This is an optimization exercise on Yosys and OpenROAD, whose aim is small area, a short achievable clock period and few clock cycles per item, not a production implementation. In this exercise RTL edits were held to simulation tests only and were not proved equivalent to the original.

`flow/run.sh`:
```
#!/bin/bash
# synth_recipe.tcl (not shown) runs the flow's synth.tcl, then flattens the netlist and writes it again
# the make line also repeats each setting of config.mk as NAME=value (left out here)
make -C /OpenROAD-flow-scripts/flow DESIGN_CONFIG=/design/flow/config.mk WORK_HOME=/design/flow/orfs CLKGATE_MAP_FILE= SYNTH_SCRIPT=/design/flow/synth_recipe.tcl finish
```
`flow/config.mk`:
```
export PLATFORM = sky130hd
export DESIGN_NAME = scalar_kalman_filter_unit
export DESIGN_NICKNAME = scalar_kalman_filter_unit
export VERILOG_FILES = /design/flow/design.v
export SDC_FILE = /design/flow/constraint.sdc
export NUM_CORES = 4
export LEC_CHECK = 0
export CAP_MARGIN = 20
export CORE_MARGIN = 2
export CORE_UTILIZATION = 40
export SLEW_MARGIN = 20
```
`flow/constraint.sdc`:
```
create_clock -name core_clock -period 12.0 [get_ports {i_clk}]
set_input_delay 2.4000 -clock core_clock [delete_from_list [all_inputs] [get_ports {i_clk}]]
set_output_delay 2.4000 -clock core_clock [all_outputs]
set_load 0.01 [all_outputs]
```
`flow/design.v`:
```
package skf_pkg;
    localparam int VALUE_W   = 32;
    localparam int COV_FRAC  = 30;
    localparam int COV_W     = COV_FRAC + 2;
    localparam int REG_W     = COV_W;
    localparam int CFG_IDX_W = 2;
    localparam int MUL_A_W   = COV_FRAC + 1;
    localparam int MUL_B_W   = (VALUE_W > COV_W) ? VALUE_W : COV_W;
    localparam int PROD_W    = MUL_A_W + MUL_B_W;
    localparam int SHR_W     = PROD_W - COV_FRAC;
    localparam int EST_W     = VALUE_W + 3;
    localparam int DIV_CNT_W = $clog2(COV_FRAC);
    localparam logic [DIV_CNT_W-1:0] DIV_LAST = DIV_CNT_W'(COV_FRAC - 1);
    localparam logic [CFG_IDX_W-1:0] REG_PROCESS_NOISE     = CFG_IDX_W'(0);
    localparam logic [CFG_IDX_W-1:0] REG_MEASUREMENT_NOISE = CFG_IDX_W'(1);
    localparam logic [REG_W-1:0]     Q_RESET   = REG_W'(1073742);
    localparam logic [REG_W-1:0]     R_RESET   = REG_W'(10737418);
    localparam logic [COV_W-1:0]     COV_ONE   = COV_W'(1) << COV_FRAC;
    localparam logic [COV_FRAC-1:0]  GAIN_MAX  = '1;
    localparam logic [MUL_A_W-1:0]   GAIN_ONE  = MUL_A_W'(1) << COV_FRAC;
    typedef enum logic [3:0] {
        S_IDLE,
        S_PRED,
        S_DEN,
        S_DIV_START,
        S_DIV_WAIT,
        S_MUL_GAIN,
        S_EST,
        S_MUL_COV,
        S_COV,
        S_DONE
    } t_state;
    function automatic logic [COV_W-1:0] sat_add_cov(input logic [COV_W-1:0] a,
                                                     input logic [COV_W-1:0] b);
        logic [COV_W:0] sum;
        sum = {1'b0, a} + {1'b0, b};
        sat_add_cov = sum[COV_W] ? {COV_W{1'b1}} : sum[COV_W-1:0];
    endfunction
endpackage
import skf_pkg::*;
module skf_div (
    input  logic                          i_clk,
    input  logic                          i_rst_n,
    input  logic                          i_start,
    input  logic [skf_pkg::COV_W-1:0]     i_num,
    input  logic [skf_pkg::COV_W-1:0]     i_den,
    output logic                          o_done,
    output logic [skf_pkg::COV_FRAC-1:0]  o_quotient
);
    logic [COV_W-1:0]     r_rem, n_rem;
    logic [COV_W-1:0]     r_den, n_den;
    logic [COV_FRAC-1:0]  r_quo, n_quo;
    logic [DIV_CNT_W-1:0] r_cnt, n_cnt;
    logic                 r_busy, n_busy;
    logic                 r_done, n_done;
    logic [COV_W:0]       shifted;
    logic [COV_W:0]       trial;
    always_comb begin
        shifted = {r_rem, 1'b0};
        trial   = shifted - {1'b0, r_den};
    end
    always_comb begin
        n_rem  = r_rem;
        n_den  = r_den;
        n_quo  = r_quo;
        n_cnt  = r_cnt;
        n_busy = r_busy;
        n_done = 1'b0;
        if (i_start) begin
            n_den = i_den;
            n_rem = i_num;
            n_cnt = '0;
            if (i_den == '0) begin
                n_quo  = '0;
                n_done = 1'b1;
            end else if (i_num >= i_den) begin
                n_quo  = GAIN_MAX;
                n_done = 1'b1;
            end else begin
                n_quo  = '0;
                n_busy = 1'b1;
            end
        end else if (r_busy) begin
            if (!trial[COV_W]) begin
                n_rem = trial[COV_W-1:0];
                n_quo = {r_quo[COV_FRAC-2:0], 1'b1};
            end else begin
                n_rem = shifted[COV_W-1:0];
                n_quo = {r_quo[COV_FRAC-2:0], 1'b0};
            end
            n_cnt = r_cnt + DIV_CNT_W'(1);
            if (r_cnt == DIV_LAST) begin
                n_busy = 1'b0;
                n_done = 1'b1;
            end
        end
    end
    always_ff @(posedge i_clk) begin
        if (!i_rst_n) begin
            r_busy <= 1'b0;
            r_done <= 1'b0;
            r_cnt  <= '0;
        end else begin
            r_busy <= n_busy;
            r_done <= n_done;
            r_cnt  <= n_cnt;
        end
        r_rem <= n_rem;
        r_den <= n_den;
        r_quo <= n_quo;
    end
    assign o_done     = r_done;
    assign o_quotient = r_quo;
endmodule
import skf_pkg::*;
module scalar_kalman_filter_unit (
    input  logic                                 i_clk,
    input  logic                                 i_rst_n,
    input  logic                                 i_in_valid,
    output logic                                 o_in_stall,
    input  logic signed [skf_pkg::VALUE_W-1:0]   i_sample,
    output logic                                 o_out_valid,
    input  logic                                 i_out_stall,
    output logic signed [skf_pkg::VALUE_W-1:0]   o_estimate,
    input  logic                                 i_cfg_we,
    input  logic [skf_pkg::CFG_IDX_W-1:0]        i_cfg_index,
    input  logic [skf_pkg::REG_W-1:0]            i_cfg_data
);
    skf_pkg::t_state r_state, n_state;
    logic [REG_W-1:0]           r_q, r_r;
    logic signed [VALUE_W-1:0]  r_est;
    logic [COV_W-1:0]           r_cov;
    logic signed [VALUE_W-1:0]  r_sample;
    logic [COV_W-1:0]           r_pred;
    logic [COV_W-1:0]           r_den;
    logic                       r_neg;
    logic [VALUE_W-1:0]         r_mag;
    logic [PROD_W-1:0]          r_prod;
    logic                       r_out_valid;
    logic signed [VALUE_W-1:0]  r_out_est;
    logic accept, out_free;
    logic ld_pred, ld_den, div_start, ld_prod_gain, ld_est, ld_prod_cov, ld_cov, ld_out;
    logic div_done;
    logic [COV_FRAC-1:0] gain;
    logic signed [VALUE_W:0]    diff;
    logic [VALUE_W:0]           diff_abs;
    logic [MUL_A_W-1:0]         mul_a;
    logic [MUL_B_W-1:0]         mul_b;
    logic [PROD_W-1:0]          product;
    logic [SHR_W-1:0]           prod_shr;
    logic                       prod_rest;
    logic [EST_W-1:0]           corr_mag;
    logic signed [EST_W-1:0]    corr;
    logic signed [EST_W-1:0]    est_sum;
    logic signed [VALUE_W-1:0]  est_next;
    logic [COV_W-1:0]           cov_next;
    logic [COV_W:0]             pred_sum;
    logic [COV_W:0]             den_sum;
    logic [COV_W-1:0]           pred_sat;
    logic [COV_W-1:0]           den_sat;
    skf_div u_div (
        .i_clk      (i_clk),
        .i_rst_n    (i_rst_n),
        .i_start    (div_start),
        .i_num      (r_pred),
        .i_den      (r_den),
        .o_done     (div_done),
        .o_quotient (gain)
    );
    assign out_free = !r_out_valid || !i_out_stall;
    assign accept   = i_in_valid && !o_in_stall;
    always_comb begin
        n_state = r_state;
        case (r_state)
            S_IDLE:      if (i_in_valid) n_state = S_PRED;
            S_PRED:      n_state = S_DEN;
            S_DEN:       n_state = S_DIV_START;
            S_DIV_START: n_state = S_DIV_WAIT;
            S_DIV_WAIT:  if (div_done) n_state = S_MUL_GAIN;
            S_MUL_GAIN:  n_state = S_EST;
            S_EST:       n_state = S_MUL_COV;
            S_MUL_COV:   n_state = S_COV;
            S_COV:       n_state = S_DONE;
            S_DONE:      if (out_free) n_state = S_IDLE;
            default:     n_state = S_IDLE;
        endcase
    end
    always_comb begin
        o_in_stall   = 1'b1;
        ld_pred      = 1'b0;
        ld_den       = 1'b0;
        div_start    = 1'b0;
        ld_prod_gain = 1'b0;
        ld_est       = 1'b0;
        ld_prod_cov  = 1'b0;
        ld_cov       = 1'b0;
        ld_out       = 1'b0;
        case (r_state)
            S_IDLE:      o_in_stall   = 1'b0;
            S_PRED:      ld_pred      = 1'b1;
            S_DEN:       ld_den       = 1'b1;
            S_DIV_START: div_start    = 1'b1;
            S_DIV_WAIT:  ;
            S_MUL_GAIN:  ld_prod_gain = 1'b1;
            S_EST:       ld_est       = 1'b1;
            S_MUL_COV:   ld_prod_cov  = 1'b1;
            S_COV:       ld_cov       = 1'b1;
            S_DONE:      ld_out       = out_free;
            default:     ;
        endcase
    end
    always_comb begin
        diff     = (VALUE_W+1)'(r_sample) - (VALUE_W+1)'(r_est);
        diff_abs = diff[VALUE_W] ? (VALUE_W+1)'(-diff) : diff;
    end
    always_comb begin
        pred_sum = {1'b0, r_cov} + {1'b0, r_q};
        pred_sat = pred_sum[COV_W] ? {COV_W{1'b1}} : pred_sum[COV_W-1:0];
        den_sum  = {1'b0, r_pred} + {1'b0, r_r};
        den_sat  = den_sum[COV_W] ? {COV_W{1'b1}} : den_sum[COV_W-1:0];
    end
    always_comb begin
        if (ld_prod_cov) begin
            mul_a = GAIN_ONE - {1'b0, gain};
            mul_b = MUL_B_W'(r_pred);
        end else begin
            mul_a = {1'b0, gain};
            mul_b = MUL_B_W'(r_mag);
        end
        product = PROD_W'(mul_a) * PROD_W'(mul_b);
    end
    always_comb begin
        prod_shr  = r_prod[PROD_W-1:COV_FRAC];
        prod_rest = |r_prod[COV_FRAC-1:0];
        if (r_neg) begin
            corr_mag = EST_W'(prod_shr) + EST_W'(prod_rest);
            corr     = -signed'(corr_mag);
        end else begin
            corr_mag = EST_W'(prod_shr);
            corr     = signed'(corr_mag);
        end
        est_sum = EST_W'(r_est) + corr;
        if (est_sum[EST_W-1:VALUE_W-1] == '0 || est_sum[EST_W-1:VALUE_W-1] == '1) begin
            est_next = est_sum[VALUE_W-1:0];
        end else if (est_sum[EST_W-1]) begin
            est_next = {1'b1, {(VALUE_W-1){1'b0}}};
        end else begin
            est_next = {1'b0, {(VALUE_W-1){1'b1}}};
        end
        if (prod_shr[SHR_W-1:COV_W] != '0) begin
            cov_next = '1;
        end else begin
            cov_next = prod_shr[COV_W-1:0];
        end
    end
    always_ff @(posedge i_clk) begin
        if (!i_rst_n) begin
            r_state     <= S_IDLE;
            r_q         <= Q_RESET;
            r_r         <= R_RESET;
            r_est       <= '0;
            r_cov       <= COV_ONE;
            r_out_valid <= 1'b0;
        end else begin
            r_state <= n_state;
            if (i_cfg_we) begin
                case (i_cfg_index)
                    REG_PROCESS_NOISE:     r_q <= i_cfg_data;
                    REG_MEASUREMENT_NOISE: r_r <= i_cfg_data;
                    default:               ;
                endcase
            end
            if (ld_est) r_est <= est_next;
            if (ld_cov) r_cov <= cov_next;
            if (ld_out) begin
                r_out_valid <= 1'b1;
            end else if (!i_out_stall) begin
                r_out_valid <= 1'b0;
            end
        end
        if (accept) r_sample <= i_sample;
        if (ld_pred) r_pred <= pred_sat;
        if (ld_den) begin
            r_den <= den_sat;
            r_neg <= diff[VALUE_W];
            r_mag <= diff_abs[VALUE_W-1:0];
        end
        if (ld_prod_gain || ld_prod_cov) r_prod <= product;
        if (ld_out) r_out_est <= r_est;
    end
    assign o_out_valid = r_out_valid;
    assign o_estimate  = r_out_est;
endmodule
```
==> impl_metrics.tcl <==
set metrics [dict create \
    fin_crit_ns 11.51 \
    report.final.slew_viol_count 0 \
    worstSetupStartpointType "flip-flop" \
    drive_gt1_share_pct 5.64 \
    synthCells 6653 \
    dp_hpwl_mm 160 \
    cts_tree "done" \
    stdcell_area_um2 66100 \
    grt_first_pass_wirelength_mm 307 \
    rsz0062_at_grt "false" \
    start_util_pct 40.2 \
    htree_levels 2 \
    slowest_stage "o41ai_1" \
    synth_area_um2 60100 \
    yosys.area.top_type_share_pct 29.0 \
    avgRoutedWirePerCell_um 23.0 \
    placed_cells 8662 \
    core_area_um2 150000 \
    path_class "flip-flop to flip-flop" \
    synthSimpleGateAreaFrac_pct 14.7 \
    setup_tns_ns 0 \
    synthTopCellsByCount "inv_1 (1,098), nand2_1 (1,066), fa_1 (871), nor2_1 (601), ha_1 (490)" \
    area_growth_pct 9.99 \
    cts_resized 0 \
    path_common_cell "fa_1" \
    worstHoldPathCells 2 \
    syn_avg_cell_area_um2 9.04 \
    wirelength_mm 202 \
    fin_crit_sh_pct 95.9 \
    fin_worst_hold_slack_ns 0.473 \
    yosysTopAreaCell "fa_1" \
    dr.pass1.iters 7 \
    ant_nets 0 \
    io_pins 105 \
    synth-compound-area-share_pct 11.7 \
    worstPathArrival_ns 11.94 \
    grt_max_degree 78 \
    dpl_cell_area_um2 64200 \
    relSlewSlack_pct 20.0 \
    port_buffers 104 \
    seq_area_frac_synth_pct 20.5 \
    antenna_found_initial 11 \
    final_core_util_pct 44.2 \
    fmax_ghz 0.0869 \
    hold_buffers 0 \
    synth_area_leaders "fa_1 (29%), edfxtp_1 (16%), ha_1 (10%)" \
    worstHoldPathType "flip-flop to flip-flop" \
    grt_pass1_vias 49622 \
    grt_overflow_total 0 \
    grt_use_total_pct 26.7 \
    critPathMaxStageDelay_ns 0.69 \
    syn_nets 8085 \
    ys.flop_type "edfxtp_1" \
    drc_errors 0 \
    critPathBufInv 6 \
    clockBufferDepth 3 \
    endpoint_kind "flip-flop" \
    first_iter_violations 3993 \
    die_y_um 392 \
    drv_cap 0 \
    ys_types 96 \
    regToRegStartpoint "u_div.r_quo[6]" \
    ys_async_sr_fraction_pct 0 \
    synth_top_family_by_area "adder cells" \
    setup_viol 0 \
    synth_edf_count 318 \
    status "timing/DRC/antenna clean" \
    path_max_fanout 9 \
    worstHoldStart "r_r[28]" \
    cts-root-buf "clkbuf_16" \
    skew_ns 0.0746 \
    tightest_slew_ns 1.20 \
    worstPathRequired_ns 12.43 \
    synth-warning-count 2 \
    dieArea_um2 153000 \
    instances_no_fill 8771 \
    yosysMostFrequentCell "inv_1" \
    holdPathEnd "r_r[28]" \
    synth_xor_xnor_area_share_pct 4.35 \
    r2r-end "r_prod[57]" \
    fin_nets 8136 \
    crit_family "adder cells" \
    num_rows 142 \
    ys_ff_latch 458 \
    cts.clk_slew.worst_paths_ns 0.07 \
    cts_sinks 458 \
    synth.area.mux_share_pct 0.820 \
    synthAdderAreaFrac_pct 39.2 \
    post_cts_buffers 0 \
    ff2ff_setup_slack_ns 0.49 \
    clk_latency_ns 0.69 \
    hold_viol 0 \
    gp_congestion 0.965 \
    r2r_cells 33 \
    die_w_um 392 \
    cts_buffers 55 \
    vias 47970 \
    avgViaCountPerCell 5.47 \
]
==> per-stage QoR <==
step           setup WS, ns
2_1_floorplan          2.26
3_3_place_gp          0.523
3_5_place_dp          0.677
4_1_cts               0.663
5_1_grt              0.0438
6_report              0.490
==> registers in the layout (all words and copies together), names as in the netlist <==
| name | flops |
|---|---|
| r_cov | 32 |
| r_den | 32 |
| r_est | 32 |
| r_mag | 32 |
| r_neg | 1 |
| r_out_est | 32 |
| r_out_valid | 1 |
| r_pred | 32 |
| r_prod | 63 |
| r_q | 32 |
| r_r | 32 |
| r_sample | 32 |
| r_state | 4 |
| u_div.r_busy | 1 |
| u_div.r_cnt | 5 |
| u_div.r_den | 32 |
| u_div.r_done | 1 |
| u_div.r_quo | 30 |
| u_div.r_rem | 32 |
==> cells by family after synthesis <==
logic type | after synthesis
adders and majority gates | 1361
buffers and inverters | 1377
and+or+nand+nor | 2085
AOI/OAI and AO/OA | 1027
muxes | 49
DFF | 458
xor gates and xnor gates | 296
==> worst max path at each step <==
stage / slack [ns] / depth (start not counted) / to / startpoint
2_1_floorplan: 2.26 / 36 / r_prod[62] / u_div.r_quo[0]
3_3_place_gp: 0.52 / 30 / r_prod[57] / u_div.r_quo[0]
3_5_place_dp: 0.68 / 33 / r_prod[57] / u_div.r_quo[6]
4_1_cts: 0.66 / 33 / r_prod[57] / u_div.r_quo[6]
5_1_grt: 0.04 / 33 / r_prod[57] / u_div.r_quo[6]
6_report: 0.49 / 33 / r_prod[57] / u_div.r_quo[6]
==> cell usage in the layout, fill, tap and decap left out, types with 18 or more instances in the layout <==
| cell type | synthesis | layout |
|---|---|---|
| inv_1 | 1098 | 1097 |
| nand2_1 | 1066 | 1061 |
| fa_1 | 871 | 871 |
| nor2_1 | 601 | 598 |
| ha_1 | 490 | 490 |
| edfxtp_1 | 318 | 318 |
| a21oi_1 | 278 | 274 |
| xnor2_1 | 189 | 181 |
| o21ai_0 | 171 | 171 |
| a21o_1 | 170 | 170 |
| buf_4 | 4 | 165 |
| dfxtp_1 | 140 | 140 |
| nand3_1 | 105 | 104 |
| clkdlybuf4s50_1 | 0 | 103 |
| xor2_1 | 104 | 98 |
| clkbuf_16 | 0 | 57 |
| nor3_1 | 53 | 52 |
| a21boi_0 | 52 | 52 |
| nand2b_1 | 51 | 50 |
| o21bai_1 | 48 | 48 |
| a31oi_1 | 38 | 37 |
| nand4_1 | 34 | 34 |
| o211a_1 | 33 | 33 |
| o21a_1 | 32 | 32 |
| mux2i_1 | 47 | 31 |
| and3_1 | 31 | 31 |
| a32oi_2 | 30 | 30 |
| nor2b_1 | 25 | 25 |
| nor4_1 | 25 | 24 |
| and2_1 | 24 | 23 |
| a211oi_1 | 18 | 18 |
==> worst register-to-register path: cells and delay by family (launching register included) <==
family	cells	cell delay (ns)
adder cells (fa/ha/maj)	9	4.43
AO/OA/AOI/OAI	9	2.87
AND/OR/NAND/NOR	7	2.01
XOR/XNOR	2	0.77
buffers and inverters	6	0.73
flip-flops	1	0.49
==> metal layers <==
layer	up-vias	routed length [um]	global-route usage, %	share of wire, %
met4	8	12900	14.2	6.4
met3	535	16100	4.95	8.0
met2	1996	91600	43.0	45
li1	21512	-	-	-
met1	23919	81000	34.1	40
met5	-	53	0	0.026
==> final cells by class <==
cell class | instances | area [um2]
clock buffer | 67 | 1500
sequential | 458 | 12400
multi-input combinational | 4818 | 42900
tap | 2016 | 2520
inverter | 1100 | 4130
antenna | 5 | 12.5
clock inverter | 36 | 419
fill | 14705 | 83500
timing repair buffer | 271 | 2310
Testbench counts, summed over its fixed seeds: cycles 82,016, items 2,048.

## separate check: timing with driven ports
In the flow no input, the clock included, has a driving cell. The finished layout below was timed again as built, in two steps. Step 1 sets driving cells, clkbuf_16 on the clock port and buf_2 on the other inputs (assumed; they add their load-dependent delay and slew). Step 2, shift: input delay + t, output delay - t, t = (earliest + latest rising clock arrival at the registers) / 2. This alone moves slack from input paths to output paths. Three values: no drivers, after step 1, after step 2; two values: the first two.
t, ns: 0.728
setup WS [ns]: 0.490 / 0.490 / 0.490
cell pins on the clock port's net: 1
After both steps this run still meets setup and hold. The setup slack of this run moves by 0.000 ns with the drivers and by 0.000 ns with both steps.
